From an optimization exercise on the open Yosys and OpenROAD flow, aimed at small area and a short achievable clock period; shortcuts taken in it are not production practice.
At most, simulation tests tie the RTL to the original design; equivalence was not proved.
Power is estimated from default activity; no workload was simulated.

==> module awb_bk_add, before the edit <==
module awb_bk_add #(
    parameter int W = 8
) (
    input  logic [W-1:0] a,
    input  logic [W-1:0] b,
    input  logic         ci,
    output logic [W-1:0] s,
    output logic         co
);
    localparam int N = W + 1;           
    localparam int L = $clog2(N);
    logic [W:0] g, p, x;
    always_comb begin
        g[0] = ci;
        p[0] = 1'b0;
        x[0] = 1'b0;
        for (int i = 0; i < W; i++) begin
            g[i+1] = a[i] & b[i];
            p[i+1] = a[i] ^ b[i];
            x[i+1] = a[i] ^ b[i];
        end
        for (int l = 0; l < L; l++)
            for (int i = (2 << l) - 1; i < N; i += (2 << l)) begin
                g[i] = g[i] | (p[i] & g[i - (1 << l)]);
                p[i] = p[i] & p[i - (1 << l)];
            end
        for (int l = L - 2; l >= 0; l--)
            for (int i = (3 << l) - 1; i < N; i += (2 << l)) begin
                g[i] = g[i] | (p[i] & g[i - (1 << l)]);
                p[i] = p[i] & p[i - (1 << l)];
            end
    end
    for (genvar i = 0; i < W; i++) begin : g_s
        assign s[i] = x[i+1] ^ g[i];
    end
    assign co = g[W];
endmodule
clock: 13.0 ns
lec_check: 0
cap_margin: 20
core_margin: 2
core_utilization: 40
slew_margin: 20
standard.sh (not shown) runs the stock make flow with config.mk's settings and CLKGATE_MAP_FILE= SYNTH_SCRIPT=/design/flow/synth_recipe.tcl, a recipe that flattens the netlist after the stock synthesis.
==> flow/flow/run.sh <==
#!/bin/bash
# Standard layout, with repair_timing asked for extra setup slack so the
# achieved period shrinks. Each make target's log lands in orfs/logs.
set -euo pipefail
bash standard.sh SETUP_SLACK_MARGIN=9 finish > make_finish.log 2>&1
Edit:
--- a/flow/design.v
+++ b/flow/design.v
@@ -232,9 +232,10 @@
     output logic [W-1:0] s,
     output logic         co
 );
     localparam int N = W + 1;           
-    localparam int L = $clog2(N);
+    localparam int L = (N <= 2) ? 1 : (N <= 4) ? 2 : (N <= 8) ? 3 :
+                       (N <= 16) ? 4 : (N <= 32) ? 5 : (N <= 64) ? 6 : 7;
     logic [W:0] g, p, x;
     always_comb begin
         g[0] = ci;
         p[0] = 1'b0;
After rerunning:
- total power does not change
- first-iteration DRC count stays the same
- global-route usage does not change
- cell area does not change
- sequential power is about the same
- utilization stays the same
- wire length stays the same
- clock power is about the same
- cell count stays the same
- die area is unchanged
No functional check of the RTL was part of the first run of this note.

========
Another version of the RTL of awb_gain_est (not shown whole).
Size: about 2300 cells after synthesis, roughly 65 I/O pins, about 0.023 mm^2 of cells after synthesis.
==> flow/config.mk <==
export PLATFORM = sky130hd
export DESIGN_NAME = awb_gain_est
export DESIGN_NICKNAME = awb_gain_est
export VERILOG_FILES = /design/flow/design.v
export SDC_FILE = /design/flow/constraint.sdc
export NUM_CORES = 4
export LEC_CHECK = 0
export CAP_MARGIN = 20
export CELL_PAD_IN_SITES_DETAIL_PLACEMENT = 0
export CELL_PAD_IN_SITES_GLOBAL_PLACEMENT = 0
export CORE_MARGIN = 2
export CORE_UTILIZATION = 40
export CTS_BUF_LIST = sky130_fd_sc_hd__clkbuf_8
export CTS_CLUSTER_DIAMETER = 55
export CTS_CLUSTER_SIZE = 16
export PLACE_DENSITY = 0.75
export SLEW_MARGIN = 20
==> flow/constraint.sdc <==
create_clock -name core_clock -period 13.0 [get_ports {clk}]
set_input_delay 2.6000 -clock core_clock [delete_from_list [all_inputs] [get_ports {clk}]]
set_output_delay 2.6000 -clock core_clock [all_outputs]
set_load 0.01 [all_outputs]
==> flow/flow/run.sh <==
#!/bin/bash
# Standard layout, with fast port buffers and repair_timing asked for extra
# setup slack so the achieved period shrinks. Each make step's log lands in
# orfs/logs; make's own output goes to make_finish.log.
set -euo pipefail
bash standard.sh SETUP_SLACK_MARGIN=9 \
  "BUFFER_PORTS_ARGS=-buffer_cell sky130_fd_sc_hd__buf_4" \
  finish > make_finish.log 2>&1
Then changed:
--- a/flow/design.v
+++ b/flow/design.v
@@ -177,15 +177,15 @@
             pre_b = {1'b0, d_b, 5'd0};
         else if (mul_b)
             pre_b[23:0] = N_B[15] ? S_G : 24'd0;
     end
     assign op_r = pre_r ^ {{23{iv_r0}}, {23{iv_r1}}};
     assign op_b = pre_b ^ {{23{iv_b0}}, {23{iv_b1}}};
-    awb_bk_add #(46) u_ar (.a({rem_r, 1'b0}), .b(op_r), .ci(iv_r1),
+    awb_hc_add #(46) u_ar (.a({rem_r, 1'b0}), .b(op_r), .ci(iv_r1),
                            .s(sm_r), .co(co_r));
-    awb_bk_add #(46) u_ab (.a({rem_b, 1'b0}), .b(op_b), .ci(iv_b1),
+    awb_hc_add #(46) u_ab (.a({rem_b, 1'b0}), .b(op_b), .ci(iv_b1),
                            .s(sm_b), .co(co_b));
     always_ff @(posedge clk) begin
         S_R <= mulb_r ? {t_br[1:0], S_R[23:2]} : s_nx[0];
         S_B <= mulb_b ? {t_bb[1:0], S_B[23:2]} : s_nx[2];
         S_G <= div_b ? {s_nx[1][23:13], S_G[11:0], ~sm_b[45]} : s_nx[1];
         N_G <= div_r ? {n_nx[1][15:13], N_G[11:0], ~sm_r[45]} : n_nx[1];
@@ -271,6 +271,53 @@
     end
     for (genvar i = 0; i < W; i++) begin : g_s
         assign s[i] = x[i+1] ^ g[i];
     end
     assign co = g[W];
 endmodule
+module awb_hc_add #(
+    parameter int W = 8
+) (
+    input  logic [W-1:0] a,
+    input  logic [W-1:0] b,
+    input  logic         ci,
+    output logic [W-1:0] s,
+    output logic         co
+);
+    localparam int N = W + 1;
+    localparam int L = (N <= 2) ? 1 : (N <= 4) ? 2 : (N <= 8) ? 3 :
+                       (N <= 16) ? 4 : (N <= 32) ? 5 : (N <= 64) ? 6 : 7;
+    logic [W:0] g, p, x, gn, pn;
+    always_comb begin
+        g[0] = ci;
+        p[0] = 1'b0;
+        x[0] = 1'b0;
+        for (int i = 0; i < W; i++) begin
+            g[i+1] = a[i] & b[i];
+            p[i+1] = a[i] ^ b[i];
+            x[i+1] = a[i] ^ b[i];
+        end
+        for (int i = 1; i < N; i += 2) begin
+            g[i] = g[i] | (p[i] & g[i-1]);
+            p[i] = p[i] & p[i-1];
+        end
+        for (int l = 1; l < L; l++) begin
+            gn = g;
+            pn = p;
+            for (int i = 1; i < N; i += 2)
+                if (i - (1 << l) >= 0) begin
+                    gn[i] = g[i] | (p[i] & g[i - (1 << l)]);
+                    pn[i] = p[i] & p[i - (1 << l)];
+                end
+            g = gn;
+            p = pn;
+        end
+        for (int i = 2; i < N; i += 2) begin
+            g[i] = g[i] | (p[i] & g[i-1]);
+            p[i] = p[i] & p[i-1];
+        end
+    end
+    for (genvar i = 0; i < W; i++) begin : g_s
+        assign s[i] = x[i+1] ^ g[i];
+    end
+    assign co = g[W];
+endmodule
The new run ran to the end with no violations; global-route usage shrinks by 0.93 points; wire length came out lower by 8.1%; clock skew went down by 0.0089 ns; design area is lower by 0.45%; clock-buffer cell count went up by 3.
Function not checked in the first run of this note: the RTL went through the layout flow alone.

-- static timing again, ports no longer ideal --
No port has a modelled driver above. Below, the same layouts with a new extraction and two added sets of constraints.
Step 1: set_driving_cell puts a clkbuf_16 on clk and a buf_2 on each other input, an assumption about the parent block.
Step 2 adds t to the input delays and takes it off the output delays; t is the mean of the earliest and latest rising clock arrival at the registers after step 1. Input paths then give back, and output paths get back, about the clock's delay inside the block.
a / b / c = no drivers / after step 1 / after step 2; a / b = the first two.
| run | shift t [ns] | slack for setup (ns) | clock arrival spread, ns |
|---|---|---|---|
| the first run of note 1 | 0.613 | 9.035 / 8.983 / 9.112 | 0.031 / 0.031 |
| the second run of note 1 | 0.613 | 9.035 / 8.983 / 9.112 | 0.031 / 0.031 |
| the first run of note 2 | 0.637 | 8.947 / 8.947 / 8.947 | 0.030 / 0.031 |
| the second run of note 2 | 0.675 | 9.093 / 9.041 / 9.101 | 0.021 / 0.021 |
After both steps every run listed still meets setup and hold.
